This is an optimization exercise on Yosys and OpenROAD, whose aim is small area, a short achievable clock period and few clock cycles per item, not a production implementation. Function was checked by simulation only, so behaviour that the tests miss may differ from the original.

==> flow/design.v <==
package alu_pkg;
  localparam int DATA_W = 32;
  localparam logic [3:0] OP_AND  = 4'd0;
  localparam logic [3:0] OP_OR   = 4'd1;
  localparam logic [3:0] OP_ADD  = 4'd2;
  localparam logic [3:0] OP_SUB  = 4'd3;
  localparam logic [3:0] OP_MUL  = 4'd4;
  localparam logic [3:0] OP_DIV  = 4'd5;
  localparam logic [3:0] OP_SHR  = 4'd6;
  localparam logic [3:0] OP_SHRA = 4'd7;
  localparam logic [3:0] OP_SHL  = 4'd8;
  localparam logic [3:0] OP_ROR  = 4'd9;
  localparam logic [3:0] OP_ROL  = 4'd10;
  localparam logic [3:0] OP_NEG  = 4'd11;
  localparam logic [3:0] OP_NOT  = 4'd12;
  localparam int U_SIMPLE = 0;   
  localparam int U_MUL    = 1;   
  localparam int U_NEGA   = 2;   
  localparam int U_NEGB   = 3;   
  localparam int U_CLZ    = 4;   
  localparam int U_NORM   = 5;   
  localparam int U_DITER  = 6;   
  localparam int U_FIXQ   = 7;   
  localparam int U_FIXR   = 8;   
  localparam int U_DZ     = 9;   
  localparam int NU       = 10;
endpackage
import alu_pkg::*;
module alu_booth_pp (
  input  logic [2:0]        sel,
  input  logic [DATA_W-1:0] m,
  input  logic              msigned,
  output logic [35:0]       pp,
  output logic              neg
);
  logic one, two;
  logic [35:0] m1, m2, mag;
  assign one = sel[1] ^ sel[0];
  assign two = (sel[2] & ~sel[1] & ~sel[0]) | (~sel[2] & sel[1] & sel[0]);
  assign neg = sel[2];
  logic s;
  assign s   = msigned & m[DATA_W-1];
  assign m1  = {{4{s}}, m};
  assign m2  = {{3{s}}, m, 1'b0};
  assign mag = ({36{one}} & m1) | ({36{two}} & m2);
  assign pp  = mag ^ {36{neg}};
endmodule
module alu_clz32 (
  input  logic [DATA_W-1:0] x,
  output logic [5:0]        n
);
  logic [7:0]      z4;      
  logic [1:0]      c4 [8];  
  logic [3:0]      z16;     
  logic [2:0]      c8 [4];
  logic [1:0]      z32;
  logic [3:0]      c16 [2];
  always_comb begin
    for (int g = 0; g < 8; g++) begin
      logic [3:0] v;
      v = x[4*g +: 4];
      z4[g] = (v == 4'b0);
      c4[g] = v[3] ? 2'd0 : v[2] ? 2'd1 : v[1] ? 2'd2 : 2'd3;
    end
    for (int g = 0; g < 4; g++) begin
      z16[g] = z4[2*g+1] & z4[2*g];
      c8[g]  = z4[2*g+1] ? {1'b1, c4[2*g]} : {1'b0, c4[2*g+1]};
    end
    for (int g = 0; g < 2; g++) begin
      z32[g]  = z16[2*g+1] & z16[2*g];
      c16[g]  = z16[2*g+1] ? {1'b1, c8[2*g]} : {1'b0, c8[2*g+1]};
    end
    if (z32[1] & z32[0]) n = 6'd32;
    else if (z32[1])     n = {2'b01, c16[0]};
    else                 n = {2'b00, c16[1]};
  end
endmodule
import alu_pkg::*;
module alu_seq_responder (
  input  logic                clock,
  input  logic                clear,
  input  logic                in_valid,
  output logic                in_ready,
  input  logic [DATA_W-1:0]   a,
  input  logic [DATA_W-1:0]   b,
  input  logic [3:0]          op,
  output logic                out_valid,
  input  logic                out_ready,
  output logic [2*DATA_W-1:0] result,
  output logic                div_by_zero,
  output logic                illegal_op
);
  typedef struct packed {
    logic          first;    
    logic          fin;      
    logic          x1_ra, x1_nra, x1_hi, x1_nlo, x1_nhi, x1_hs, x1_rs;
    logic          d0_one, d0_two, d0_neg, msigned;
    logic          d1_one, d1_two, d1_neg;
    logic          cin, cin2;   
    logic          r_and, r_or, r_add, r_sh, r_ones, ill;
    logic          sh_sign, sh_rot, sh_left, sh_rol;
  } ctl_t;
  ctl_t          c, cn;
  logic [NU-1:0] u, un;       
  logic       ev;              
  logic       ov;              
  logic [DATA_W-1:0] ra, rb, hi, lo;
  logic              hs;       
  logic [4:0]        cnt;
  logic              neg_a, neg_q, negb_p, dz_r, ill_r;
  logic slot, go, free, accept, last;
  assign slot      = !ov || out_ready;
  assign go        = ev && (!c.first || slot);
  assign free      = !ev || (go && c.fin);
  assign in_ready  = free;
  assign accept    = in_valid && free;
  assign out_valid = ov;
  assign last      = (cnt == 5'd0);
  function automatic logic [2:0] booth(input logic [2:0] s);
    booth[0] = s[1] ^ s[0];
    booth[1] = (s[2] & ~s[1] & ~s[0]) | (~s[2] & s[1] & s[0]);
    booth[2] = s[2];
  endfunction
  always_comb begin : first_decode
    logic [2:0] g0, g1;
    ctl_t k;
    logic [NU-1:0] ku;
    k  = '0;
    ku = '0;
    k.first = 1'b1;
    k.fin   = 1'b1;
    g0 = booth({a[1], a[0], 1'b0});
    g1 = booth({a[3], a[2], a[1]});
    case (op)
      OP_AND: begin ku[U_SIMPLE] = 1'b1; k.r_and = 1'b1; end
      OP_OR:  begin ku[U_SIMPLE] = 1'b1; k.r_or  = 1'b1; end
      OP_ADD: begin
        ku[U_SIMPLE] = 1'b1; k.r_add = 1'b1;
        k.x1_ra = 1'b1; k.d0_one = 1'b1;
      end
      OP_SUB: begin
        ku[U_SIMPLE] = 1'b1; k.r_add = 1'b1;
        k.x1_ra = 1'b1; k.d0_one = 1'b1; k.d0_neg = 1'b1; k.cin = 1'b1;
      end
      OP_NEG: begin
        ku[U_SIMPLE] = 1'b1; k.r_add = 1'b1;
        k.x1_nra = 1'b1; k.cin = 1'b1;
      end
      OP_NOT: begin
        ku[U_SIMPLE] = 1'b1; k.r_add = 1'b1;
        k.x1_nra = 1'b1;
      end
      OP_SHR:  begin ku[U_SIMPLE] = 1'b1; k.r_sh = 1'b1; end
      OP_SHRA: begin ku[U_SIMPLE] = 1'b1; k.r_sh = 1'b1; k.sh_sign = 1'b1; end
      OP_ROR:  begin ku[U_SIMPLE] = 1'b1; k.r_sh = 1'b1; k.sh_rot  = 1'b1; end
      OP_SHL:  begin ku[U_SIMPLE] = 1'b1; k.r_sh = 1'b1; k.sh_left = 1'b1; end
      OP_ROL:  begin ku[U_SIMPLE] = 1'b1; k.r_sh = 1'b1; k.sh_rol  = 1'b1; end
      OP_MUL: begin
        ku[U_MUL] = 1'b1;
        k.fin     = 1'b0;
        k.msigned = 1'b1;
        {k.d0_neg, k.d0_two, k.d0_one} = g0;
        {k.d1_neg, k.d1_two, k.d1_one} = g1;
        k.cin     = g0[2];
      end
      OP_DIV: begin
        k.fin = 1'b0;
        if (b == '0) begin
          ku[U_DZ] = 1'b1;
          k.fin    = 1'b1;
          k.x1_ra  = 1'b1;
          k.r_ones = 1'b1;
        end else if (a[DATA_W-1]) begin
          ku[U_NEGA] = 1'b1;
          k.x1_nra = 1'b1; k.cin = 1'b1;
        end else if (b[DATA_W-1]) begin
          ku[U_NEGB] = 1'b1;
          k.d0_one = 1'b1; k.d0_neg = 1'b1; k.cin = 1'b1;
        end else begin
          ku[U_CLZ] = 1'b1;
          k.x1_ra = 1'b1;
        end
      end
      default: begin ku[U_SIMPLE] = 1'b1; k.ill = 1'b1; end
    endcase
    fc  = k;
    fcu = ku;
  end
  ctl_t          fc;
  logic [NU-1:0] fcu;
  logic [35:0] pp0, pp1, x1, sum;
  logic        ms;
  assign ms   = c.msigned & rb[DATA_W-1];
  assign pp0  = (({36{c.d0_one}} & {{4{ms}}, rb}) |
                 ({36{c.d0_two}} & {{3{ms}}, rb, 1'b0})) ^ {36{c.d0_neg}};
  assign pp1  = (({36{c.d1_one}} & {{4{rb[DATA_W-1]}}, rb}) |
                 ({36{c.d1_two}} & {{3{rb[DATA_W-1]}}, rb, 1'b0})) ^ {36{c.d1_neg}};
  assign x1[DATA_W-1:0] = ({DATA_W{c.x1_ra}}  & ra)  |
                          ({DATA_W{c.x1_nra}} & ~ra) |
                          ({DATA_W{c.x1_hi}}  & hi)  |
                          ({DATA_W{c.x1_nlo}} & ~lo) |
                          ({DATA_W{c.x1_nhi}} & ~hi);
  assign x1[35:DATA_W]  = {4{(c.x1_hs & hi[DATA_W-1]) | (c.x1_rs & hs)}};
  logic [35:0] x3, cs_s, cs_c;
  logic        k1;
  assign x3   = {pp1[33:0], c.cin2 | c.d1_neg, c.cin};
  assign cs_s = x1 ^ pp0 ^ x3;
  assign cs_c = (x1 & pp0) | (x1 & x3) | (pp0 & x3);
  assign k1   = c.d1_neg;
  assign sum  = cs_s + {cs_c[34:0], k1} + {35'b0, k1};
  logic [DATA_W-1:0] src, fx, fy, fsh;
  logic [4:0]        fk;
  logic [5:0]        la, lb, sdiff;
  logic              qzero, norm;
  assign norm = u[U_NORM];
  alu_clz32 u_clz_a (.x(ra), .n(la));
  alu_clz32 u_clz_b (.x(rb), .n(lb));
  assign sdiff = lb - la;
  assign qzero = (lb < la);
  always_comb begin
    src = norm ? rb : ra;
    fx  = '0;
    fy  = src;
    fk  = rb[4:0];
    if (norm || c.sh_left) begin
      fx = {1'b0, src[DATA_W-1:1]};
      fy = {src[0], {(DATA_W-1){1'b0}}};
      fk = norm ? ~cnt : ~rb[4:0];
    end else if (c.sh_rol) begin
      fx = {src[0], src[DATA_W-1:1]};
      fy = {src[0], src[DATA_W-1:1]};
      fk = ~rb[4:0];
    end else if (c.sh_rot) begin
      fx = src;
    end else if (c.sh_sign) begin
      fx = {DATA_W{src[DATA_W-1]}};
    end
  end
  logic [47:0] f1;
  logic [39:0] f2;
  logic [35:0] f3;
  logic [33:0] f4;
  assign f1  = fk[4] ? {fx, fy[31:16]}  : {fx[15:0], fy};
  assign f2  = fk[3] ? f1[47:8] : f1[39:0];
  assign f3  = fk[2] ? f2[39:4] : f2[35:0];
  assign f4  = fk[1] ? f3[35:2] : f3[33:0];
  assign fsh = fk[0] ? f4[32:1] : f4[31:0];
  logic [2:0] ng0, ng1;
  logic       rneg;       
  assign ng0  = booth({ra[5], ra[4], ra[3]});
  assign ng1  = booth({ra[7], ra[6], ra[5]});
  assign rneg = sum[35];
  always_comb begin
    cn = '0;
    un = '0;
    if (accept) begin
      cn = fc;
      un = fcu;
    end else if (ev && !(go && c.fin)) begin
      cn = c;
      un = u;
      if (go) begin
        cn = '0;
        un = '0;
        if (u[U_MUL]) begin
          un[U_MUL]  = 1'b1;
          cn.fin     = (cnt == 5'd1);
          cn.x1_hi   = 1'b1;
          cn.x1_hs   = 1'b1;
          cn.msigned = 1'b1;
          {cn.d0_neg, cn.d0_two, cn.d0_one} = ng0;
          {cn.d1_neg, cn.d1_two, cn.d1_one} = ng1;
          cn.cin     = ng0[2];
        end else if (u[U_NEGA] && negb_p) begin
          un[U_NEGB] = 1'b1;
          cn.d0_one = 1'b1; cn.d0_neg = 1'b1; cn.cin = 1'b1;
        end else if (u[U_NEGA] || u[U_NEGB]) begin
          un[U_CLZ] = 1'b1;
          cn.x1_ra  = 1'b1;
        end else if (u[U_CLZ]) begin
          if (qzero) begin
            un[U_FIXR] = 1'b1;
            cn.fin     = 1'b1;
            cn.x1_hi   = !neg_a;
            cn.x1_nhi  = neg_a;
            cn.cin     = neg_a;
          end else begin
            un[U_NORM]  = (sdiff[4:0] != 5'd0);
            un[U_DITER] = (sdiff[4:0] == 5'd0);
            cn.x1_hi  = 1'b1; cn.x1_rs = 1'b1;
            cn.d0_one = 1'b1; cn.d0_neg = 1'b1; cn.cin = 1'b1;
          end
        end else if (u[U_NORM]) begin
          un[U_DITER] = 1'b1;
          cn.x1_hi  = 1'b1; cn.x1_rs = 1'b1;
          cn.d0_one = 1'b1; cn.d0_neg = 1'b1; cn.cin = 1'b1;
        end else if (u[U_DITER] && !last) begin
          un[U_DITER] = 1'b1;
          cn.x1_hi  = 1'b1; cn.x1_rs = 1'b1;
          cn.d0_one = 1'b1; cn.d0_neg = !rneg; cn.cin = !rneg;
        end else if (u[U_DITER] && neg_q) begin
          un[U_FIXQ] = 1'b1;
          cn.x1_nlo  = 1'b1; cn.cin = 1'b1; cn.r_add = 1'b1;
        end else if (u[U_DITER] || u[U_FIXQ]) begin
          logic corr;
          corr = u[U_DITER] ? rneg : hs;
          un[U_FIXR] = 1'b1;
          cn.fin     = 1'b1;
          cn.x1_hi   = !neg_a;
          cn.x1_nhi  = neg_a;
          cn.d0_one  = corr;
          cn.d0_neg  = neg_a & corr;
          cn.cin     = neg_a & !corr;
          cn.cin2    = neg_a & corr;
        end
      end
    end
  end
  logic [DATA_W-1:0] simple;
  assign simple = ({DATA_W{c.r_and}} & (ra & rb)) |
                  ({DATA_W{c.r_or}}  & (ra | rb)) |
                  ({DATA_W{c.r_add}} & sum[DATA_W-1:0]) |
                  ({DATA_W{c.r_sh}}  & fsh) |
                  {DATA_W{c.r_ones}};
  always_ff @(posedge clock or negedge clear) begin
    if (!clear) begin
      ev <= 1'b0;
      ov <= 1'b0;
      u  <= '0;
    end else begin
      ev <= accept || (ev && !free);
      ov <= (go && c.fin) || (ov && !out_ready);
      u  <= un;
    end
  end
  always_ff @(posedge clock) begin
    c <= cn;
    if (accept) begin
      ra     <= a;
      rb     <= b;
      neg_a  <= a[DATA_W-1];
      neg_q  <= a[DATA_W-1] ^ b[DATA_W-1];
      negb_p <= b[DATA_W-1];
      cnt    <= 5'd7;
    end else if (go) begin
      if (u[U_NEGA])  ra <= sum[DATA_W-1:0];
      if (u[U_NEGB])  rb <= sum[DATA_W-1:0];
      if (u[U_MUL])   ra <= {4'b0, ra[DATA_W-1:4]};
      if (u[U_NORM])  rb <= fsh;
      if (u[U_DITER] && !last) rb <= {1'b0, rb[DATA_W-1:1]};
      if (u[U_CLZ])   cnt <= sdiff[4:0];
      if (u[U_MUL] || u[U_DITER]) cnt <= cnt - 5'd1;
    end
    if (go) begin
      if (u[U_SIMPLE] || u[U_CLZ] || u[U_DZ] || u[U_FIXQ]) lo <= simple;
      if (u[U_SIMPLE]) hi <= '0;
      if (u[U_MUL]) begin
        hi <= sum[35:4];
        lo <= {sum[3:0], lo[DATA_W-1:4]};
      end
      if (u[U_CLZ] || u[U_DZ]) hi <= sum[DATA_W-1:0];
      if (u[U_CLZ]) hs <= 1'b0;
      if (u[U_DITER]) begin
        hi <= sum[DATA_W-1:0];
        hs <= rneg;
        lo <= {lo[DATA_W-2:0], !rneg};
      end
      if (u[U_FIXR]) hi <= sum[DATA_W-1:0];
      if (c.first) begin
        dz_r  <= u[U_DZ];
        ill_r <= c.ill;
      end
    end
  end
  assign result      = {hi, lo};
  assign div_by_zero = dz_r;
  assign illegal_op  = ill_r;
endmodule
==> flow/run.sh <==
#!/bin/bash
# synth_recipe.tcl (not shown) runs the flow's synth.tcl, then flattens the netlist and writes it again
# the make line also repeats each setting of config.mk as NAME=value (left out here)
make -C /OpenROAD-flow-scripts/flow DESIGN_CONFIG=/design/flow/config.mk WORK_HOME=/design/flow/orfs CLKGATE_MAP_FILE= SYNTH_SCRIPT=/design/flow/synth_recipe.tcl finish
==> flow/config.mk <==
export PLATFORM = sky130hd
export DESIGN_NAME = alu_seq_responder
export DESIGN_NICKNAME = alu_seq_responder
export VERILOG_FILES = /design/flow/design.v
export SDC_FILE = /design/flow/constraint.sdc
export NUM_CORES = 4
export LEC_CHECK = 0
export ABC_AREA = 1
export CAP_MARGIN = 20
export CORE_MARGIN = 2
export CORE_UTILIZATION = 50
export SETUP_SLACK_MARGIN = 2.0
export SLEW_MARGIN = 20
export TNS_END_PERCENT = 10
==> flow/constraint.sdc <==
create_clock -name core_clock -period 6.0 [get_ports {clock}]
set_input_delay 1.2000 -clock core_clock [delete_from_list [all_inputs] [get_ports {clock}]]
set_output_delay 1.2000 -clock core_clock [all_outputs]
set_load 0.01 [all_outputs]
==> key figures, run 1 <==
Status
  • Status: complete, no violations

Synth
  • Synthesized-area fraction occupied by adder cells: under 10%
  • Post-synth EDFFs: about 160
  • Mapped Cells: between 2000 and 3000
  • Primary FF master, synth: edfxtp_1
  • Mux contribution to synthesized area: 0%
  • Yosys top cell area share: 24.1%
  • Synth top area cells: edfxtp_1, nand3_1, nand2_1, inv_1, a21oi_1
  • Yosys Warn Count: 5
  • Commonest cells in the netlist: nand2_1, nand3_1, inv_1, nor2_1, a21oi_1
  • Yosys cell types: 60
  • Post-synth net total: 3046
  • Ys async rst share: ~6.7%
  • XOR/XNOR share of the synthesized area: 3.90%
  • Complex-gate fraction of the synthesized area: 21.1%
  • Simple-gate share of the synthesized area: 30.9%
  • Largest family of logic cells by synthesized area: simple AND/OR/NAND/NOR gates
  • Sequential area share after synthesis: about 27%
  • Mean Syn Cell Area: around 6.7 um^2
  • Count leader, synth: nand2_1
  • Top cell type by total area after synthesis: edfxtp_1
  • Number of synthesized register bits: between 150 and 200
  • Synthesized area: 19300 um^2

Timing
  • Period Utilization, post-route: between 70 and 80%
  • Relative slew slack: approximately 16%
  • Final TNS setup: 0 ns
  • Final setup violating endpoints: 0
  • Slew Limit Fails: 0
  • Worst slew pin tran: 1.24 ns
  • Minimum clock period: 4.39 ns
  • Max Fclk: 228 MHz
  • Final Hold Fails: 0
  • Setup Skew: 0.0183 ns
  • RSZ-0062 raised after global routing: true
  • Final worst slack: 1.61 ns

Route
  • Antenna Nets Post-Route: 0
  • Final WL: 103 mm
  • Via/cell ratio: between 6 and 7
  • # DRC: 0
  • Drt first pass iters: 20
  • Routed vias: about 25000
  • Detailed Route Iter0 Violations: about 5200
  • DR WL/cell: around 29 um

Layout
  • Share of layout cells above drive strength 1: 15.7%
  • Core Util, Final: between 60 and 70%
  • # nets final: between 3000 and 4000
  • Synth-to-Final Area Change: 25.1%
  • Finished Cell Area: 24200 um^2

Min path
  • Worst Hold Depth: 2
  • Hold Startpoint: c[20]
  • Hold Crit Class: register to register
  • Min-Delay Endpoint: c[20]

CTS
  • CTS buffer count: 17
  • CTS tree: done
  • Clock sinks: between 150 and 200
  • H-tree depth: 4
  • Hold Buf Count CTS: 0
  • Reg clk slew, reported paths: about 0.080 ns
  • Root Driver: clkbuf_16
  • Clock buffer depth: 2
  • Later-pin clock latency in the skew report: about 0.50 ns

Critical path
  • Slowest-stage cell, CP: xor2_1
  • Worst EP required: 6.32 ns
  • CP Data Arrival Time: approximately 4.7 ns
  • Reg2reg path depth: 18
  • CP Launch Type: register
  • Critical-path cell list: buf_6 -> buf_12 -> clkinvlp_4 -> buf_6 -> buf_4 -> o22ai_4 -> xor2_2 -> fa_1 -> inv_2 -> ha_4 -> nand2_2 -> nor2_1 -> inv_1 -> nor3_1 -> a21oi_1 -> xor2_1 -> inv_1 -> o22ai_1
  • Worst setup startpoint: c[14]
  • Crit end category: register
  • Crit Path Max Fanout: 5
  • R2R Setup Slk: between 1.5 and 2 ns
  • Slowest stage delay, CP: 0.69 ns
  • R2r startpoint: c[14]
  • R2r endpoint: hi[13]
  • Classification of the worst setup path: register to register

Floorplan
  • Die area: slightly above 40000 um^2
  • CORE AREA: approximately 38000 um^2
  • IO Count: 140
  • Chip width: between 200 and 250 um
  • Starting Density: about 50%
  • Die extent in y: about 200 um
  • FP Rows: between 70 and 80

GRT
  • GRT Residual Overflow: 0
  • Vias in the first global route: 22600
  • Initial antenna violation count: 3
  • Largest net degree at the start of global routing: 84
  • Global-route wire length before repair: 143 mm
  • GRT Util Overall: a little under half

Placement
  • Placed Area: between 20000 and 25000 um^2
  • DP HPWL: 74.2 mm
  • I/O Buffers: between 100 and 150
  • Place WS: around 1.1 ns
  • Gp weighted congestion: 1.08

Job
  • Max cap viols: 0
worst max path at each step:
stage / to / slack [ns] / cells after the start
after CTS: c[16] / 1.93 / 23
final: hi[13] / 1.61 / 18
after global routing: lo[19] / 1.62 / 21
after global placement: rb[30] / 1.18 / 20
after floorplan: ra[0] / 1.50 / 11
after detailed placement: rb[30] / 1.10 / 20
metal layers:
layer / track usage [%] / share of wire, % / up-vias
met2: 70.0 / 41 / 2431
met3: 19.2 / 16 / 721
met5: 0 / 0.13 / -
met4: 31.0 / 9.0 / 12
met1: 58.6 / 34 / 11300
li1: - / - / 10300
worst max-delay path, delay by kind of cell, from the launching register on:
family                   cells  cell delay, ns
adder cells (fa/ha/maj)      2            0.86
XOR/XNOR                     2            0.79
AO/OA/AOI/OAI                3            0.51
buffers and inverters        8            1.03
AND/OR/NAND/NOR              3            0.57
flip-flops                   1            0.44
repair_timing:
| item | CTS | global route |
|---|---|---|
| pin swaps | 8 | 62 |
| gates resized for setup | 94 | 237 |
| endpoints found under the setup margin | 133 | 114 |
| cloned | 6 | 3 |
| setup buffers | 45 | 66 |
placed cells by master, fill, tap and decap left out, types with 11 or more instances in the layout:
master / n
clkbuf_16: 17
a21oi_1: 147
nor2_1: 162
o22ai_1: 84
clkdlybuf4s50_1: 139
or2_2: 21
nor3_1: 27
fa_1: 36
o221ai_1: 21
nand3_1: 458
buf_6: 15
clkinvlp_4: 22
nand2_1: 572
ha_1: 18
xor2_2: 15
a31oi_1: 24
nand3_2: 16
edfxtp_1: 155
nand4_1: 13
nand2_2: 27
ha_4: 26
inv_2: 17
nand2_4: 15
xor2_1: 65
o211ai_1: 25
a221oi_1: 16
buf_4: 128
o21ai_0: 153
o21ai_1: 26
a21oi_4: 11
a21oi_2: 19
o22ai_2: 21
a22oi_1: 12
a311oi_1: 11
nor2_2: 13
inv_1: 308
sequential cells by signal, indices dropped and copies added, names as in the netlist, named ones only:
register and count:
hi 32, lo 32, ra 32, rb 32
c 28, u 10, cnt 5, dz_r 1
hs 1, ill_r 1, neg_a 1, neg_q 1
negb_p 1, ov 1
cell type report:
type,count,area [um^2]
fill,3494,14200
tap,518,648
inverter,351,1390
sequential,179,5210
timing repair buffer,293,2730
antenna,2,5.00
clock buffer,19,443
timing repair inverter,7,50.0
clock inverter,13,140
multi-input combinational,2201,13600
stage by stage:
step | instances | hold slack (ns)
2_1_floorplan | 2890 | 0.400
3_3_place_gp | 3428 | 0.432
3_5_place_dp | 3428 | 0.424
5_1_grt | 3581 | 0.466
4_1_cts | 3511 | 0.454
6_report | 3583 | 0.454
logic make-up (layout without fill, tap and decap cells):
logic type	count (synthesis)	count (layout)
DFF	179	179
and+or+nand+nor	1369	1369
adders and majority gates	84	84
other	0	2
xor gates and xnor gates	86	86
buffers and inverters	510	683
AOI/OAI and AO/OA	662	662
Testbench counts, summed over its fixed seeds: cycles 12,033, items 3,200.
==> run 2, diff against run 1 <==
--- a/flow/config.mk
+++ b/flow/config.mk
@@ -9,6 +9,5 @@
 export CAP_MARGIN = 20
 export CORE_MARGIN = 2
-export CORE_UTILIZATION = 50
+export CORE_UTILIZATION = 45
 export SETUP_SLACK_MARGIN = 2.0
 export SLEW_MARGIN = 20
-export TNS_END_PERCENT = 10
==> key figures, run 2 <==
Status
  • Status: complete, no violations

Critical path
  • Crit end category: register
  • Slowest stage delay, CP: 0.50 ns (-0.19 ns)
  • Family with the most delay on the worst path: buffers and inverters
  • Slowest-stage cell, CP: fa_1
  • Critical-path cell list: buf_12 -> clkinvlp_4 -> buf_12 -> o22ai_1 -> xor2_1 -> fa_1 -> inv_1 -> ha_4 -> nand2_1 -> inv_1 -> nand2_1 -> o21bai_1 -> nand2_1 -> nand2_1 -> nand3_2 -> a21o_1 -> buf_4 -> nor2_4 -> inv_2 -> nand3_2 -> nand3_1 -> o21ai_1 -> inv_1
  • R2R Setup Slk: 1.96 ns (+0.35 ns)
  • CP Launch Type: register
  • Worst setup startpoint: c[17]
  • Classification of the worst setup path: register to register
  • R2r endpoint: rb[24]
  • R2r startpoint: c[17]
  • Worst EP required: 6.26 ns (-0.06 ns)
  • CP Data Arrival Time: 4.29 ns (-0.42 ns)
  • Buf/Inv on CP: 8 (unchanged)
  • Crit Path Max Fanout: 17 (+12)
  • Reg2reg path depth: 23 (+5)
  • Most common cell on crit path: nand2_1

Min path
  • Min-Delay Endpoint: ill_r
  • Hold Startpoint: c[4]
  • Hold Crit Class: register to register
  • Worst Hold Depth: 0 (-2)

Synth
  • Post-synth EDFFs: 155 (unchanged)
  • Sequential area share after synthesis: 26.9% (unchanged)
  • Yosys top cell area share: 24.1% (unchanged)
  • Number of synthesized register bits: 179 (unchanged)
  • Mapped Cells: 2890 (unchanged)
  • Count leader, synth: nand2_1
  • Top cell type by total area after synthesis: edfxtp_1
  • Commonest cells in the netlist: nand2_1, nand3_1, inv_1, nor2_1, a21oi_1
  • Primary FF master, synth: edfxtp_1
  • Post-synth net total: 3046 (unchanged)
  • Synthesized area: 19300 um^2 (unchanged)
  • Yosys cell types: 60 (unchanged)
  • Yosys Warn Count: 5 (unchanged)
  • Synth top area cells: edfxtp_1, nand3_1, nand2_1, inv_1, a21oi_1
  • Mean Syn Cell Area: 6.69 um^2 (unchanged)
  • Ys async rst share: 6.70% (unchanged)

Route
  • Detailed Route Iter0 Violations: 4060 (-23%)
  • Drt first pass iters: 8 (-60%)
  • DR WL/cell: 28.5 um (-0.98%)
  • Final WL: 102 mm (-0.98%)
  • # DRC: 0 (unchanged)
  • Antenna Nets Post-Route: 0 (unchanged)
  • Via/cell ratio: 6.67 (-3.7%)
  • Routed wl met3: 15.7 mm (-7.3%)
  • Routed vias: 23900 (-3.7%)
  • Max Used Layer: met5
  • Met2 Routed Length: 42.1 mm (+0.44%)
  • Metal-1 WL: 37.0 mm (+6.3%)

Layout
  • Commonest non-fill, non-tap cell in the layout: nand2_1
  • Fin cells: 3583 (unchanged)
  • Most frequent cells in the layout: nand2_1, nand3_1, inv_1
  • Fillcell total: 3985 (+14%)
  • # nets final: 3187 (-0.59%)
  • Share of layout cells above drive strength 1: 15.7% (-0.033 points)
  • Synth-to-Final Area Change: 24.7%
  • ANT cells: 0 (-2)

GRT
  • Initial antenna violation count: 1 (-2)
  • Vias in the first global route: 21800 (-3.8%)
  • GRT Util Overall: 44.4% (-3.6 points)
  • Global-route wire length before repair: 144 mm (+0.12%)
  • Largest net degree at the start of global routing: 61 (-27%)
  • GRT Residual Overflow: 0 (unchanged)

CTS
  • Later-pin clock latency in the skew report: 0.51 ns (about the same)
  • Clock buffer depth: 2 (unchanged)
  • H-tree depth: 4 (unchanged)
  • CTS tree: done
  • CTS buffer count: 17 (unchanged)
  • Clock sinks: 179 (unchanged)
  • Reg clk slew, reported paths: 0.09 ns (about the same)
  • Root Driver: clkbuf_16

Floorplan
  • Starting Density: 45.9% (-4.5 points)
  • Die extent in y: 211 um (+5.3%)
  • FP Rows: 75 (+4.2%)
  • Chip width: 211 um (+5.3%)
  • Die area: 44600 um^2 (+11%)
  • IO Count: 140 (unchanged)
  • CORE AREA: 42100 um^2 (+9.8%)

Placement
  • I/O Buffers: 139 (unchanged)
  • Placed insts: 3452 (+0.70%)
  • Gp weighted congestion: 1.07 (-0.92%)
  • DP HPWL: 75.9 mm (+2.3%)

Timing
  • Worst slew pin tran: 1.12 ns (-0.119 ns)
  • RSZ-0062 raised after global routing: true
  • Setup Skew: 0.0194 ns (+0.00104 ns)
  • Relative slew slack: 25.1% (+8.8 points)
  • Final setup violating endpoints: 0 (unchanged)
  • Period Utilization, post-route: 67.3% (-5.9 points)
  • Slew Limit Fails: 0 (unchanged)
  • Final Hold Fails: 0 (unchanged)
  • Minimum clock period: 4.04 ns (-0.352 ns)
  • Final TNS setup: 0 ns (unchanged)
  • Max Fclk: 248 MHz (+8.7%)

Job
  • Max cap viols: 0 (unchanged)
[run 2: kinds of logic (layout without fill, tap and decap cells)]
logic type / count (synthesis) / in the layout / synth area share (%)
buf+inv: 510 / 663 / 10.4
xor+xnor: 86 / 86 / 3.90
simple gates: 1369 / 1370 / 30.9
flops: 179 / 179 / 26.9
compound gates: 662 / 662 / 21.1
fa+ha+maj: 84 / 84 / 6.88
[run 2: worst max path at each step]
stage | end | slack [ns] | cells past startpoint
after global placement | ra[22] | 1.06 | 11
after floorplan | rb[0] | 2.08 | 11
after detailed placement | rb[20] | 1.07 | 21
final | rb[24] | 1.96 | 23
after global routing | c[18] | 1.81 | 26
after CTS | rb[28] | 1.96 | 23
[run 2: layout make-up]
class                   instances  area, um^2  area share, %
inverters                     351        1380           5.73
repair buffers                274        2660           11.0
flip-flops and latches        179        5210           21.6
clock buffers                  18         439           1.82
well taps                     539         674           2.80
repair inverters                6        45.0          0.187
clock inverters                14         159          0.659
multi-input cells            2202       13600           56.2
[run 2: per-stage QoR]
step | hold slack [ns] | utilization (%) | instance area (um^2) | setup slack, ns
3_3_place_gp | 0.406 | 50.1 | 21100 | 1.06
6_report | 0.432 | 57.2 | 24100 | 1.96
5_1_grt | 0.450 | 57.2 | 24100 | 1.81
3_5_place_dp | 0.413 | 50.2 | 21100 | 1.07
2_1_floorplan | 0.400 | - | 19300 | 2.08
4_1_cts | 0.434 | 53.7 | 22600 | 1.96
[run 2: what timing repair did]
item                                    4_1_cts  5_1_grt
buffers inserted                             41       50
hold buffers                                  0        0
pin swaps                                     7       61
cloned                                        6        2
endpoints found under the setup margin      179      147
resized for setup                           112      232
[run 2: metal layers]
layer  vias up  track usage, %
met5         -               0
met3       379            14.4
met2      2046            65.2
met4         2            23.7
met1     11200            57.8
li1      10300               -
==> run 3, diff against run 2 <==
--- a/flow/design.v
+++ b/flow/design.v
@@ -94,5 +94,5 @@
     logic          first;    
     logic          fin;      
-    logic          x1_ra, x1_nra, x1_hi, x1_nlo, x1_nhi, x1_hs, x1_rs;
+    logic          x1_ra, x1_hi, x1_lo, x1_inv, x1_hs, x1_rs;
     logic          d0_one, d0_two, d0_neg, msigned;
     logic          d1_one, d1_two, d1_neg;
@@ -133,6 +133,12 @@
     g1 = booth({a[3], a[2], a[1]});
     case (op)
-      OP_AND: begin ku[U_SIMPLE] = 1'b1; k.r_and = 1'b1; end
-      OP_OR:  begin ku[U_SIMPLE] = 1'b1; k.r_or  = 1'b1; end
+      OP_AND: begin
+        ku[U_SIMPLE] = 1'b1; k.r_and = 1'b1;
+        k.x1_ra = 1'b1; k.d0_one = 1'b1;
+      end
+      OP_OR: begin
+        ku[U_SIMPLE] = 1'b1; k.r_or = 1'b1;
+        k.x1_ra = 1'b1; k.d0_one = 1'b1;
+      end
       OP_ADD: begin
         ku[U_SIMPLE] = 1'b1; k.r_add = 1'b1;
@@ -145,9 +151,9 @@
       OP_NEG: begin
         ku[U_SIMPLE] = 1'b1; k.r_add = 1'b1;
-        k.x1_nra = 1'b1; k.cin = 1'b1;
+        k.x1_ra = 1'b1; k.x1_inv = 1'b1; k.cin = 1'b1;
       end
       OP_NOT: begin
         ku[U_SIMPLE] = 1'b1; k.r_add = 1'b1;
-        k.x1_nra = 1'b1;
+        k.x1_ra = 1'b1; k.x1_inv = 1'b1;
       end
       OP_SHR:  begin ku[U_SIMPLE] = 1'b1; k.r_sh = 1'b1; end
@@ -173,5 +179,5 @@
         end else if (a[DATA_W-1]) begin
           ku[U_NEGA] = 1'b1;
-          k.x1_nra = 1'b1; k.cin = 1'b1;
+          k.x1_ra = 1'b1; k.x1_inv = 1'b1; k.cin = 1'b1;
         end else if (b[DATA_W-1]) begin
           ku[U_NEGB] = 1'b1;
@@ -196,9 +202,7 @@
   assign pp1  = (({36{c.d1_one}} & {{4{rb[DATA_W-1]}}, rb}) |
                  ({36{c.d1_two}} & {{3{rb[DATA_W-1]}}, rb, 1'b0})) ^ {36{c.d1_neg}};
-  assign x1[DATA_W-1:0] = ({DATA_W{c.x1_ra}}  & ra)  |
-                          ({DATA_W{c.x1_nra}} & ~ra) |
-                          ({DATA_W{c.x1_hi}}  & hi)  |
-                          ({DATA_W{c.x1_nlo}} & ~lo) |
-                          ({DATA_W{c.x1_nhi}} & ~hi);
+  assign x1[DATA_W-1:0] = (({DATA_W{c.x1_ra}} & ra) |
+                           ({DATA_W{c.x1_hi}} & hi) |
+                           ({DATA_W{c.x1_lo}} & lo)) ^ {DATA_W{c.x1_inv}};
   assign x1[35:DATA_W]  = {4{(c.x1_hs & hi[DATA_W-1]) | (c.x1_rs & hs)}};
   logic [35:0] x3, cs_s, cs_c;
@@ -282,6 +286,6 @@
             un[U_FIXR] = 1'b1;
             cn.fin     = 1'b1;
-            cn.x1_hi   = !neg_a;
-            cn.x1_nhi  = neg_a;
+            cn.x1_hi   = 1'b1;
+            cn.x1_inv  = neg_a;
             cn.cin     = neg_a;
           end else begin
@@ -301,5 +305,5 @@
         end else if (u[U_DITER] && neg_q) begin
           un[U_FIXQ] = 1'b1;
-          cn.x1_nlo  = 1'b1; cn.cin = 1'b1; cn.r_add = 1'b1;
+          cn.x1_lo = 1'b1; cn.x1_inv = 1'b1; cn.cin = 1'b1; cn.r_add = 1'b1;
         end else if (u[U_DITER] || u[U_FIXQ]) begin
           logic corr;
@@ -307,6 +311,6 @@
           un[U_FIXR] = 1'b1;
           cn.fin     = 1'b1;
-          cn.x1_hi   = !neg_a;
-          cn.x1_nhi  = neg_a;
+          cn.x1_hi   = 1'b1;
+          cn.x1_inv  = neg_a;
           cn.d0_one  = corr;
           cn.d0_neg  = neg_a & corr;
@@ -318,6 +322,6 @@
   end
   logic [DATA_W-1:0] simple;
-  assign simple = ({DATA_W{c.r_and}} & (ra & rb)) |
-                  ({DATA_W{c.r_or}}  & (ra | rb)) |
+  assign simple = ({DATA_W{c.r_and | c.r_or}} & cs_c[DATA_W-1:0]) |
+                  ({DATA_W{c.r_or}}  & cs_s[DATA_W-1:0]) |
                   ({DATA_W{c.r_add}} & sum[DATA_W-1:0]) |
                   ({DATA_W{c.r_sh}}  & fsh) |
--- a/flow/config.mk
+++ b/flow/config.mk
@@ -9,5 +9,5 @@
 export CAP_MARGIN = 20
 export CORE_MARGIN = 2
-export CORE_UTILIZATION = 45
+export CORE_UTILIZATION = 40
 export SETUP_SLACK_MARGIN = 2.0
 export SLEW_MARGIN = 20
==> key figures, run 3 <==
Critical path
  • Slowest-stage cell, CP: xor2_1
  • Worst EP required: 6.35 ns (+0.09 ns)
  • Reg2reg path depth: 17 (-26%)
  • WP depth: 17 (-26%)
  • R2r endpoint: hi[9]
  • Crit end category: register
  • R2R Setup Slk: 1.89 ns (-0.07 ns)
  • CP Launch Type: register
  • Worst setup startpoint: c[24]
  • Buf/Inv on CP: 6 (-2)
  • R2r startpoint: c[24]
  • Crit Path Max Fanout: 5 (-12)
  • Classification of the worst setup path: register to register
  • Most common cell on crit path: buf_4
  • Critical-path cell list: buf_4 -> buf_4 -> buf_6 -> nand2_1 -> nand3_1 -> xor2_1 -> fa_1 -> inv_1 -> ha_4 -> nand2_2 -> nor2_2 -> buf_4 -> a21oi_2 -> o21bai_1 -> xor2_1 -> inv_1 -> o22ai_1
  • Slowest stage delay, CP: 0.67 ns (+0.17 ns)
  • CP Data Arrival Time: 4.45 ns (+0.16 ns)
  • Family with the most delay on the worst path: XOR/XNOR gates

Synth
  • Mux contribution to synthesized area: 0% (unchanged)
  • Yosys Warn Count: 5 (unchanged)
  • Count leader, synth: nand2_1
  • Sequential area share after synthesis: 27.1% (+0.26 points)
  • Synthesized area: 19100 um^2 (-1.3%)
  • Yosys top cell area share: 24.4% (+0.32 points)
  • Mean Syn Cell Area: 6.65 um^2 (-0.54%)
  • Mapped Cells: 2867 (-0.80%)
  • Ys async rst share: 6.74% (+0.038 points)
  • Simple-gate share of the synthesized area: 31.5% (+0.66 points)
  • XOR/XNOR share of the synthesized area: 5.42% (+1.5 points)
  • Synth top area cells: edfxtp_1, nand2_1, nand3_1, inv_1, xor2_1
  • Top cell type by total area after synthesis: edfxtp_1
  • Synthesized-area fraction occupied by adder cells: 6.97% (+0.092 points)
  • Complex-gate fraction of the synthesized area: 18.9% (-2.2 points)
  • Primary FF master, synth: edfxtp_1
  • Post-synth EDFFs: 155 (unchanged)
  • Largest family of logic cells by synthesized area: simple AND/OR/NAND/NOR gates
  • Yosys cell types: 55 (-8.3%)
  • Number of synthesized register bits: 178 (-0.56%)
  • Commonest cells in the netlist: nand2_1, nand3_1, inv_1, a21oi_1, nor2_1
  • Post-synth net total: 3023 (-0.76%)

Floorplan
  • Die area: 49400 um^2 (+11%)
  • Chip width: 222 um (+5.3%)
  • Die extent in y: 222 um (+5.3%)
  • Starting Density: 40.2% (-5.7 points)
  • FP Rows: 80 (+6.7%)
  • IO Count: 140 (unchanged)
  • CORE AREA: 47400 um^2 (+13%)

Placement
  • I/O Buffers: 139 (unchanged)
  • Gp weighted congestion: 1.03 (-3.8%)
  • DP HPWL: 80.0 mm (+5.4%)
  • Place WS: 0.523 ns (-0.545 ns)
  • Placed insts: 3514 (+1.8%)

Job
  • Max cap viols: 0 (unchanged)

Route
  • DR WL/cell: 28.5 um (+0.12%)
  • Antenna Nets Post-Route: 0 (unchanged)
  • Detailed Route Iter0 Violations: 3165 (-22%)
  • Drt first pass iters: 7 (-1)
  • Final WL: 105 mm (+2.6%)
  • # DRC: 0 (unchanged)
  • Routed vias: 23100 (-3.2%)
  • Via/cell ratio: 6.31 (-5.5%)

Min path
  • Hold Startpoint: c[4]
  • Hold Crit Class: register to register
  • Worst Hold Depth: 0 (unchanged)
  • Min-Delay Endpoint: ill_r

CTS
  • CTS tree: done
  • Clock sinks: 178 (-0.56%)
  • H-tree depth: 4 (unchanged)
  • CTS buffer count: 17 (unchanged)
  • Reg clk slew, reported paths: 0.09 ns (about the same)
  • Root Driver: clkbuf_16
  • Later-pin clock latency in the skew report: 0.51 ns (about the same)
  • Clock buffer depth: 2 (unchanged)
  • Hold Buf Count CTS: 0 (unchanged)

Timing
  • RSZ-0062 raised after global routing: true
  • Setup Skew: 0.0176 ns (-0.00178 ns)
  • Max Fclk: 243 MHz (-1.7%)
  • Final Hold Fails: 0 (unchanged)
  • Final worst slack: 1.89 ns (-0.0698 ns)
  • Slew Limit Fails: 0 (unchanged)
  • Final setup violating endpoints: 0 (unchanged)
  • Period Utilization, post-route: 68.5% (+1.2 points)
  • Worst slew pin tran: 1.09 ns (-0.0312 ns)
  • Final TNS setup: 0 ns (unchanged)
  • Minimum clock period: 4.11 ns (+0.0698 ns)
  • Relative slew slack: 26.4% (+1.3 points)

Layout
  • Fin cells: 3670 (+2.4%)
  • Fillcell total: 4771 (+20%)
  • Most frequent cells in the layout: nand2_1, nand3_1, inv_1
  • # nets final: 3195 (+0.25%)
  • Share of layout cells above drive strength 1: 19.9% (+4.2 points)
  • Synth-to-Final Area Change: 30.4%
  • Commonest non-fill, non-tap cell in the layout: nand2_1
  • Core Util, Final: 52.4% (-4.8 points)

GRT
  • GRT Residual Overflow: 0 (unchanged)
  • Largest net degree at the start of global routing: 84 (+38%)
  • Vias in the first global route: 21700 (-0.15%)
  • GRT Util Overall: 40.9% (-3.5 points)
  • Initial antenna violation count: 5 (+4)
  • Global-route wire length before repair: 147 mm (+2.2%)

Status
  • Status: complete, no violations
## run 3: cell count changes after synthesis, sizes merged, moves of 13 or more
cell	previous run	this run
o211ai	25	43
nand2	614	668
a221oi	26	8
nor2	184	162
xor2	80	110
o21ai	183	168
buf	67	54
## run 3: what timing repair did
action                                  CTS  global route
gates resized for setup                 204           307
buffers inserted                         54            62
pin swaps                                41           134
endpoints found under the setup margin  136           151
gates cloned                              4             1
## run 3: area by class of cell
cell class / instances / area (um^2) / area share [%]
multi-input combinational: 2197 / 14100 / 56.8
sequential: 178 / 5180 / 20.8
timing repair buffer: 300 / 2790 / 11.2
inverter: 341 / 1390 / 5.57
tap: 615 / 769 / 3.09
clock buffer: 17 / 425 / 1.71
clock inverter: 15 / 149 / 0.599
timing repair inverter: 4 / 28.8 / 0.116
antenna: 3 / 7.51 / 0.0302
## run 3: worst register-to-register path: stages (launching register included)
cell      delay [ns]
edfxtp_1        0.51
buf_4           0.19
buf_4           0.13
buf_6           0.12
nand2_1         0.06
nand3_1         0.12
xor2_1          0.19
fa_1            0.50
inv_1           0.09
ha_4            0.33
nand2_2         0.09
nor2_2          0.16
buf_4           0.13
a21oi_2         0.06
o21bai_1        0.29
xor2_1          0.67
inv_1           0.15
o22ai_1         0.17
## run 3: worst max-delay path by stage
stage             end  slack (ns)
3_5_place_dp   hi[26]        0.52
4_1_cts         c[18]        1.95
3_3_place_gp   hi[26]        0.52
6_report        hi[9]        1.89
2_1_floorplan   ra[0]        1.95
5_1_grt         c[18]        1.76
## run 3: cell families after synthesis
logic type                 after synthesis
xor gates and xnor gates               118
DFF                                    178
buffers and inverters                  492
and+or+nand+nor                       1385
AOI/OAI and AO/OA                      610
adders and majority gates               84
## run 3: metal layers
metal  track usage [%]  routed length [um]
met1              53.0               40500
met2              62.0               45000
met3              10.1               11800
met4              23.6                7310
met5                 0                  35
## run 3: stage by stage
step                      hold slack (ns)  cell area (um^2)
after detailed placement            0.409             21000
after global routing                0.443             24900
after floorplan                     0.400             19100
after global placement              0.405             21000
after CTS                           0.428             23100
final                               0.426             24900
Testbench counts of run 3, summed over its fixed seeds: cycles 12,033, items 3,200.
==> run 4, diff against run 3 <==
--- a/flow/config.mk
+++ b/flow/config.mk
@@ -9,5 +9,5 @@
 export CAP_MARGIN = 20
 export CORE_MARGIN = 2
-export CORE_UTILIZATION = 40
+export CORE_UTILIZATION = 55
 export SETUP_SLACK_MARGIN = 2.0
 export SLEW_MARGIN = 20
==> key figures, run 4 <==
Timing
  • Worst slew pin tran: 1.38 ns (+0.286 ns)
  • Final worst slack: 1.60 ns (-0.296 ns)
  • Period Utilization, post-route: 73.4% (+4.9 points)
  • Relative slew slack: 8.13% (-18 points)
  • Max Fclk: 227 MHz (-6.7%)
  • Minimum clock period: 4.40 ns (+0.296 ns)
  • Final setup violating endpoints: 0 (unchanged)
  • Final TNS setup: 0 ns (unchanged)
  • Setup Skew: 0.0189 ns (+0.00135 ns)
  • Final Hold Fails: 0 (unchanged)
  • Slew Limit Fails: 0 (unchanged)
  • RSZ-0062 raised after global routing: true

Route
  • Routed vias: 24600 (+6.3%)
  • Drt first pass iters: 15 (+8)
  • Antenna Nets Post-Route: 0 (unchanged)
  • DR WL/cell: 28.4 um (-0.48%)
  • Final WL: 99.2 mm (-5.2%)
  • # DRC: 0 (unchanged)
  • Via/cell ratio: 7.04 (+12%)
  • Detailed Route Iter0 Violations: 5126 (+62%)

Status
  • Status: complete, no violations

Critical path
  • Classification of the worst setup path: register to register
  • Crit end category: register
  • Critical-path cell list: buf_12 -> buf_12 -> clkinvlp_4 -> o22ai_1 -> xor2_1 -> fa_1 -> inv_1 -> ha_4 -> a21oi_2 -> o21ai_1 -> a21oi_2 -> nand3_2 -> buf_4 -> xnor2_4 -> o21ai_0 -> inv_1 -> nand2_1 -> nand2_1 -> o21ai_1
  • CP Launch Type: register
  • Family with the most delay on the worst path: compound AO/OA/AOI/OAI gates
  • R2R Setup Slk: 1.60 ns (-0.30 ns)
  • Slowest stage delay, CP: 0.50 ns (-0.17 ns)
  • CP Data Arrival Time: 4.59 ns (+0.14 ns)
  • Crit Path Max Fanout: 6 (+1)
  • Worst EP required: 6.18 ns (-0.17 ns)
  • Buf/Inv on CP: 6 (unchanged)
  • Slowest-stage cell, CP: fa_1

Floorplan
  • IO Count: 140 (unchanged)
  • Die extent in y: 190 um (-14%)
  • CORE AREA: 34400 um^2 (-28%)
  • Die area: 36200 um^2 (-27%)
  • Starting Density: 55.5% (+15 points)
  • FP Rows: 68 (-15%)
  • Chip width: 190 um (-14%)

Layout
  • # nets final: 3181 (-0.44%)
  • Multi-input logic area: 13800 um^2 (-2.0%)
  • Fillcell total: 2770 (-42%)
  • Core Util, Final: 70.5% (+18 points)
  • Share of layout cells above drive strength 1: 18.0% (-1.9 points)
  • Commonest non-fill, non-tap cell in the layout: nand2_1
  • Synth-to-Final Area Change: 27.0%
  • Most frequent cells in the layout: nand2_1, nand3_1, inv_1
  • Reg area: 5190 um^2 (about the same)

Placement
  • I/O Buffers: 139 (unchanged)
  • Gp weighted congestion: 1.12 (+8.9%)
  • DP HPWL: 69.1 mm (-14%)
  • Place WS: 0.575 ns (+0.0524 ns)

CTS
  • CTS tree: done
  • Later-pin clock latency in the skew report: 0.47 ns (-0.04 ns)
  • CTS buffer count: 17 (unchanged)
  • Clock buffer depth: 2 (unchanged)
  • H-tree depth: 4 (unchanged)
  • Hold Buf Count CTS: 0 (unchanged)
  • Clock sinks: 178 (unchanged)
  • Reg clk slew, reported paths: 0.08 ns (about the same)
  • Root Driver: clkbuf_16

Synth
  • Primary FF master, synth: edfxtp_1
  • Number of synthesized register bits: 178 (unchanged)
  • Ys async rst share: 6.74% (unchanged)
  • Mean Syn Cell Area: 6.65 um^2 (unchanged)
  • Synthesized area: 19100 um^2 (unchanged)
  • Sequential area share after synthesis: 27.1% (unchanged)
  • Post-synth EDFFs: 155 (unchanged)
  • Yosys Warn Count: 5 (unchanged)
  • Yosys cell types: 55 (unchanged)
  • Synth top area cells: edfxtp_1, nand2_1, nand3_1, inv_1, xor2_1
  • Top cell type by total area after synthesis: edfxtp_1
  • Post-synth net total: 3023 (unchanged)
  • Mapped Cells: 2867 (unchanged)
  • Count leader, synth: nand2_1
  • Commonest cells in the netlist: nand2_1, nand3_1, inv_1, a21oi_1, nor2_1
  • Yosys top cell area share: 24.4% (unchanged)

GRT
  • Global-route wire length before repair: 137 mm (-6.4%)
  • Vias in the first global route: 21700 (-0.34%)
  • GRT Residual Overflow: 0 (unchanged)
  • Initial antenna violation count: 4 (-1)
  • GRT Util Overall: 51.4% (+11 points)
  • Largest net degree at the start of global routing: 84 (unchanged)

Min path
  • Hold Crit Class: register to register

Job
  • Max cap viols: 0 (unchanged)
-- run 4: logic make-up (layout without fill, tap and decap cells) --
logic type,after synthesis,count (layout),share of synthesized area [%]
AND/OR/NAND/NOR,1385,1386,31.5
XOR/XNOR,118,118,5.42
AO/OA/AOI/OAI,610,610,18.9
buffers and inverters,492,662,10.1
other,0,2,0
flip-flops,178,178,27.1
adder cells (fa/ha/maj),84,84,6.97
-- run 4: final cells by class --
class | instances | area share, %
diodes | 2 | 0.0207
clock buffers | 22 | 2.01
clock inverters | 10 | 0.341
inverters | 341 | 5.55
multi-input cells | 2198 | 57.1
flip-flops and latches | 178 | 21.4
well taps | 455 | 2.35
repair buffers | 282 | 10.9
repair inverters | 7 | 0.217
-- run 4: final timing paths --
| path | depth (start not counted) | start | to |
|---|---|---|---|
| max | 19 | c[18] | lo[20] |
| min | 0 | c[4] | ill_r |
| max reg2reg | 19 | c[18] | lo[20] |
| min reg2reg | 0 | c[4] | ill_r |
| max in group asynchronous | 1 | clear | u[6] |
| min in group asynchronous | 1 | clear | u[4] |
-- run 4: timing repair --
item | CTS | global route
resized for setup | 129 | 321
setup endpoints to repair | 169 | 181
buffers inserted | 56 | 51
gates cloned | 6 | 2
pin swaps | 20 | 73
-- run 4: stage by stage --
| step | instance area [um^2] | hold WS, ns | std cells |
|---|---|---|---|
| after detailed placement | 20700 | 0.406 | 3345 |
| after floorplan | 19100 | 0.400 | 2867 |
| after global routing | 24200 | 0.443 | 3493 |
| final | 24200 | 0.421 | 3495 |
| after CTS | 22300 | 0.423 | 3439 |
| after global placement | 20700 | 0.404 | 3345 |
-- run 4: per-layer routing --
layer	routed length [um]	GRT usage, %	vias to the layer above
met5	111	2.06	-
li1	-	-	10100
met2	38300	71.7	2591
met1	33700	66.4	11100
met3	16500	16.3	746
met4	10500	38.1	4
==> run 5, diff against run 4 <==
--- a/flow/config.mk
+++ b/flow/config.mk
@@ -9,5 +9,5 @@
 export CAP_MARGIN = 20
 export CORE_MARGIN = 2
-export CORE_UTILIZATION = 55
-export SETUP_SLACK_MARGIN = 2.0
+export CORE_UTILIZATION = 50
+export SETUP_SLACK_MARGIN = 1.75
 export SLEW_MARGIN = 20
==> key figures, run 5 <==
GRT
  • Vias in the first global route: 21300 (-1.7%)
  • Largest net degree at the start of global routing: 64 (-24%)
  • GRT Residual Overflow: 0 (unchanged)
  • Global-route wire length before repair: 137 mm (-0.40%)
  • GRT Util Overall: 47.5% (-4.0 points)
  • Initial antenna violation count: 5 (+1)

Status
  • Status: complete, no violations

Floorplan
  • Die area: 39700 um^2 (+9.8%)
  • Chip width: 199 um (+4.8%)
  • Die extent in y: 199 um (+4.8%)
  • CORE AREA: 37600 um^2 (+9.3%)
  • Starting Density: 50.8% (-4.7 points)
  • IO Count: 140 (unchanged)
  • FP Rows: 71 (+4.4%)

Synth
  • Synthesized area: 19100 um^2 (unchanged)
  • Mapped Cells: 2867 (unchanged)
  • Ys async rst share: 6.74% (unchanged)
  • Number of synthesized register bits: 178 (unchanged)
  • Top cell type by total area after synthesis: edfxtp_1
  • Yosys top cell area share: 24.4% (unchanged)
  • Sequential area share after synthesis: 27.1% (unchanged)
  • Synth top area cells: edfxtp_1, nand2_1, nand3_1, inv_1, xor2_1
  • Yosys Warn Count: 5 (unchanged)
  • Commonest cells in the netlist: nand2_1, nand3_1, inv_1, a21oi_1, nor2_1
  • Post-synth net total: 3023 (unchanged)
  • Primary FF master, synth: edfxtp_1
  • Post-synth EDFFs: 155 (unchanged)
  • Mean Syn Cell Area: 6.65 um^2 (unchanged)
  • Yosys cell types: 55 (unchanged)
  • Count leader, synth: nand2_1

CTS
  • Root Driver: clkbuf_16
  • H-tree depth: 4 (unchanged)
  • CTS tree: done
  • Hold Buf Count CTS: 0 (unchanged)
  • Clock buffer depth: 2 (unchanged)
  • Reg clk slew, reported paths: 0.08 ns (about the same)
  • Clock sinks: 178 (unchanged)
  • CTS buffer count: 17 (unchanged)
  • Later-pin clock latency in the skew report: 0.50 ns (+0.03 ns)

Timing
  • Final worst slack: 1.63 ns (+0.0325 ns)
  • Max Fclk: 229 MHz (+0.74%)
  • Final TNS setup: 0 ns (unchanged)
  • Relative slew slack: 22.2% (+14 points)
  • Final Hold Fails: 0 (unchanged)
  • Period Utilization, post-route: 72.9% (-0.54 points)
  • Slew Limit Fails: 0 (unchanged)
  • RSZ-0062 raised after global routing: true
  • Setup Skew: 0.0189 ns (+0.000000200 ns)
  • Minimum clock period: 4.37 ns (-0.0325 ns)
  • Final setup violating endpoints: 0 (unchanged)
  • Worst slew pin tran: 1.16 ns (-0.223 ns)

Route
  • Final WL: 96.6 mm (-2.6%)
  • DR WL/cell: 27.5 um (-3.0%)
  • Routed vias: 23500 (-4.6%)
  • Detailed Route Iter0 Violations: 4271 (-17%)
  • Antenna Nets Post-Route: 0 (unchanged)
  • # DRC: 0 (unchanged)
  • Drt first pass iters: 9 (-6)
  • Via/cell ratio: 6.69 (-5.0%)

Critical path
  • CP Launch Type: register
  • Crit end category: register
  • Worst setup startpoint: c[14]
  • R2r startpoint: c[14]
  • CP Data Arrival Time: 4.58 ns (about the same)
  • Worst EP required: 6.21 ns (+0.03 ns)
  • R2R Setup Slk: 1.63 ns (+0.03 ns)
  • Classification of the worst setup path: register to register
  • Crit Path Max Fanout: 7 (+1)

Layout
  • Synth-to-Final Area Change: 21.3%
  • # nets final: 3141 (-1.3%)
  • Share of layout cells above drive strength 1: 12.7% (-5.3 points)
  • Reg area: 5180 um^2 (about the same)
  • Most frequent cells in the layout: nand2_1, nand3_1, inv_1
  • Commonest non-fill, non-tap cell in the layout: nand2_1
  • Multi-input logic area: 13000 um^2 (-6.1%)
  • Fillcell total: 3585 (+29%)

Placement
  • Gp weighted congestion: 1.10 (-2.0%)
  • I/O Buffers: 139 (unchanged)
  • DP HPWL: 71.0 mm (+2.8%)
  • Place WS: 0.719 ns (+0.144 ns)

Min path
  • Hold Crit Class: register to register
  • Hold Startpoint: c[4]

Job
  • Max cap viols: 0 (unchanged)
[run 5: cell families (layout without fill, tap and decap cells)]
group                    count (synthesis)  count (layout)  synth area share (%)
flip-flops                             178             178                  27.1
other                                    0               1                     0
AO/OA/AOI/OAI                          610             610                  18.9
AND/OR/NAND/NOR                       1385            1385                  31.5
adder cells (fa/ha/maj)                 84              84                  6.97
buffers and inverters                  492             623                  10.1
XOR/XNOR                               118             118                  5.42
[run 5: metrics by stage]
stage                     utilization (%)  hold WS (ns)  cells  area (um^2)
after floorplan                         -         0.400   2867        19100
after global placement               55.3         0.406   3401        20800
after detailed placement             55.4         0.419   3402        20800
after CTS                            58.2         0.440   3468        21900
after global routing                 61.5         0.449   3509        23100
final                                61.5         0.437   3510        23100
[run 5: worst max-delay path, cell delays in order (launching register included)]
cell and delay [ns]:
edfxtp_1 0.51, clkinvlp_4 0.28, buf_8 0.22, o22ai_2 0.22, xor2_2 0.14, fa_1 0.60
inv_1 0.09, ha_4 0.27, a21oi_1 0.23, nand2_1 0.13, a21oi_1 0.19, nand3_2 0.15
xnor2_2 0.49, o21ai_0 0.21, inv_1 0.11, nand2_1 0.10, nand2_1 0.08, o21ai_1 0.06
[run 5: final timing paths]
kind / end / depth (start not counted)
worst max-delay path: lo[20] / 17
worst min-delay path: ill_r / 0
worst max register to register: lo[20] / 17
worst min register to register: ill_r / 0
max in group asynchronous: u[6] / 1
min in group asynchronous: u[7] / 1
[run 5: repair_timing]
action,4_1_cts,5_1_grt
pin swaps,5,28
setup endpoints to repair,120,116
buffers inserted,27,38
gates cloned,7,3
gates resized for setup,51,200
endpoints found under the hold margin,0,0
[run 5: layer usage]
layer  vias up  routed length [um]  GRT usage (%)  part of all wire (%)
li1      10000                   -              -                     -
met1     10800               35000           61.7                    36
met2      2118               39100           67.0                    40
met3       483               14300           14.7                    15
met4         6                8140           32.6                   8.4
met5         -                  33              0                 0.034
[run 5: layout make-up]
type                            instances  area share, %
Clock inverter                         15          0.714
Inverter                              341           5.73
Antenna cell                            1         0.0108
Sequential cell                       178           22.4
Clock buffer                           17           1.84
Timing Repair inverter                  8          0.260
Timing Repair Buffer                  242           10.1
Multi-Input combinational cell       2197           56.2
Tap cell                              511           2.76
==> run 6, diff against run 5 <==
--- a/flow/config.mk
+++ b/flow/config.mk
@@ -10,4 +10,5 @@
 export CORE_MARGIN = 2
 export CORE_UTILIZATION = 50
-export SETUP_SLACK_MARGIN = 1.75
+export SETUP_SLACK_MARGIN = 2.0
 export SLEW_MARGIN = 20
+export TNS_END_PERCENT = 10
==> key figures, run 6 <==
Floorplan
  • Chip width: 199 um (unchanged)
  • FP Rows: 71 (unchanged)
  • Starting Density: 50.8% (unchanged)
  • Die area: 39700 um^2 (unchanged)
  • Die extent in y: 199 um (unchanged)

Synth
  • Mean Syn Cell Area: 6.65 um^2 (unchanged)
  • Count leader, synth: nand2_1
  • Synthesized area: 19100 um^2 (unchanged)
  • Yosys Warn Count: 5 (unchanged)
  • Primary FF master, synth: edfxtp_1
  • Synth top area cells: edfxtp_1, nand2_1, nand3_1, inv_1, xor2_1
  • Yosys cell types: 55 (unchanged)
  • Mapped Cells: 2867 (unchanged)
  • Number of synthesized register bits: 178 (unchanged)
  • Ys async rst share: 6.74% (unchanged)
  • Top cell type by total area after synthesis: edfxtp_1

Critical path
  • Buf/Inv on CP: 4 (unchanged)
  • Slowest-stage cell, CP: fa_1
  • R2R Setup Slk: 1.80 ns (+0.17 ns)
  • Worst EP required: 6.22 ns (about the same)
  • R2r startpoint: c[18]
  • CP Data Arrival Time: 4.42 ns (-0.16 ns)
  • Classification of the worst setup path: register to register
  • Slowest stage delay, CP: 0.77 ns (+0.17 ns)
  • Critical-path cell list: buf_12 -> clkinvlp_4 -> buf_4 -> buf_8 -> o22ai_1 -> xor2_1 -> fa_1 -> ha_4 -> a21oi_2 -> o21ai_0 -> o21bai_2 -> a21oi_2 -> nand2_2 -> a21oi_1 -> nand2_1 -> and2_1 -> nand2_1 -> o21ai_0
  • Worst setup startpoint: c[18]
  • R2r endpoint: hi[26]
  • CP Launch Type: register
  • Family with the most delay on the worst path: compound AO/OA/AOI/OAI gates
  • Crit Path Max Fanout: 13 (+6)
  • Crit end category: register

Timing
  • Slew Limit Fails: 0 (unchanged)
  • Final Hold Fails: 0 (unchanged)
  • RSZ-0062 raised after global routing: true
  • Final setup violating endpoints: 0 (unchanged)
  • Worst slew pin tran: 1.28 ns (+0.128 ns)
  • Minimum clock period: 4.20 ns (-0.168 ns)
  • Period Utilization, post-route: 70.1% (-2.8 points)

Layout
  • Synth-to-Final Area Change: 25.6%
  • Most frequent cells in the layout: nand2_1, nand3_1, inv_1
  • Finished Cell Area: 23900 um^2 (+3.6%)
  • Fillcell total: 3365 (-6.1%)

Route
  • Drt first pass iters: 9 (unchanged)
  • DR WL/cell: 28.2 um (+2.6%)
  • Via/cell ratio: 6.81 (+1.7%)
  • # DRC: 0 (unchanged)
  • Final WL: 99.6 mm (+3.1%)
  • Detailed Route Iter0 Violations: 4064 (-4.8%)
  • Antenna Nets Post-Route: 0 (unchanged)

CTS
  • H-tree depth: 4 (unchanged)
  • CTS tree: done
  • Root Driver: clkbuf_16
  • Clock sinks: 178 (unchanged)
  • Clock buffer depth: 2 (unchanged)
  • Reg clk slew, reported paths: 0.09 ns (about the same)

Placement
  • Gp weighted congestion: 1.07 (-2.4%)
  • DP HPWL: 73.2 mm (+3.1%)
  • I/O Buffers: 139 (unchanged)

Min path
  • Hold Crit Class: register to register
  • Hold Startpoint: c[4]
  • Worst Hold Depth: 0 (unchanged)
  • Min-Delay Endpoint: ill_r

GRT
  • GRT Util Overall: 48.5% (+1.0 points)
  • Initial antenna violation count: 2 (-3)
  • Vias in the first global route: 21700 (+2.0%)
  • Grt met1 use: 61.7% (about the same)
  • Met2 Use GR: 70.6% (+3.6 points)

Status
  • Status: complete, no violations
## run 6: cell counts after synthesis
No cell type changed its count.
## run 6: area by class of cell
type | instances | area (um^2) | share of cell area [%]
clock inverters | 14 | 160 | 0.669
repair inverters | 5 | 38.8 | 0.162
multi-input cells | 2197 | 13600 | 56.8
inverters | 341 | 1350 | 5.63
repair buffers | 263 | 2560 | 10.7
clock buffers | 18 | 429 | 1.79
flip-flops and latches | 178 | 5180 | 21.7
well taps | 511 | 639 | 2.67
## run 6: logic make-up after synthesis
logic type | share of synthesized area (%)
buf+inv | 10.1
compound gates | 18.9
xor+xnor | 5.42
fa+ha+maj | 6.97
simple gates | 31.5
flops | 27.1
## run 6: metrics by stage
| stage | util, % | instances | setup WS (ns) |
|---|---|---|---|
| 4_1_cts | 59.9 | 3479 | 1.91 |
| 5_1_grt | 63.7 | 3527 | 1.68 |
| 3_3_place_gp | 55.3 | 3400 | 0.850 |
| 3_5_place_dp | 55.4 | 3401 | 0.832 |
| 2_1_floorplan | - | 2867 | 1.95 |
| 6_report | 63.7 | 3527 | 1.80 |
## run 6: how the worst max path moves through the flow
stage                        end  depth (start not counted)  slack, ns
after floorplan            ra[0]                         12       1.95
after global placement    hi[13]                         13       0.85
after detailed placement  lo[12]                         20       0.83
after CTS                  lo[3]                         15       1.91
after global routing       c[16]                         22       1.68
final                     hi[26]                         18       1.80
## run 6: repair_timing
action,in CTS,in global routing
resized for setup,163,219
pin swaps,28,63
setup endpoints to repair,151,129
gates cloned,4,2
setup buffers,42,44
hold buffers,0,0
## run 6: layer usage
metal,wire (um),vias up
li1,-,10100
met2,40000,2313
met5,12,-
met3,15000,581
met1,35200,11000
met4,9280,2

==> static timing again, ports no longer ideal <==
Ports are ideal in the flow. The routed layouts listed here were re-timed in OpenROAD.
Step 1: set_driving_cell puts a clkbuf_16 on clock and a buf_2 on each other input, an assumption about the parent block.
Step 2 moves the port delays by t, midway between the first and last clock arrival at a register: inputs arrive t later, outputs are due t later. That takes back most of the time a late clock gives input paths.
a / b / c = ideal / step 1 / step 2; a / b = the first two.
run	t (ns)	slack for setup (ns)	worst hold slack (ns)	worst setup path after step 2
run 1	0.558	1.610 / 1.610 / 1.401	0.454 / 0.454 / 0.454	input to register
run 2	0.550	1.962 / 1.962 / 1.623	0.432 / 0.432 / 0.432	input to register
run 3	0.555	1.892 / 1.892 / 1.632	0.426 / 0.426 / 0.426	input to register
run 4	0.518	1.596 / 1.596 / 1.565	0.421 / 0.421 / 0.421	input to register
run 5	0.546	1.628 / 1.628 / 1.452	0.437 / 0.437 / 0.437	input to register
run 6	0.536	1.797 / 1.797 / 1.547	0.438 / 0.438 / 0.438	input to register
After both steps setup and hold are still met in every run listed. For run 2, which loses most, drivers alone change the setup slack by 0.000 ns; drivers and shift together by -0.339 ns.
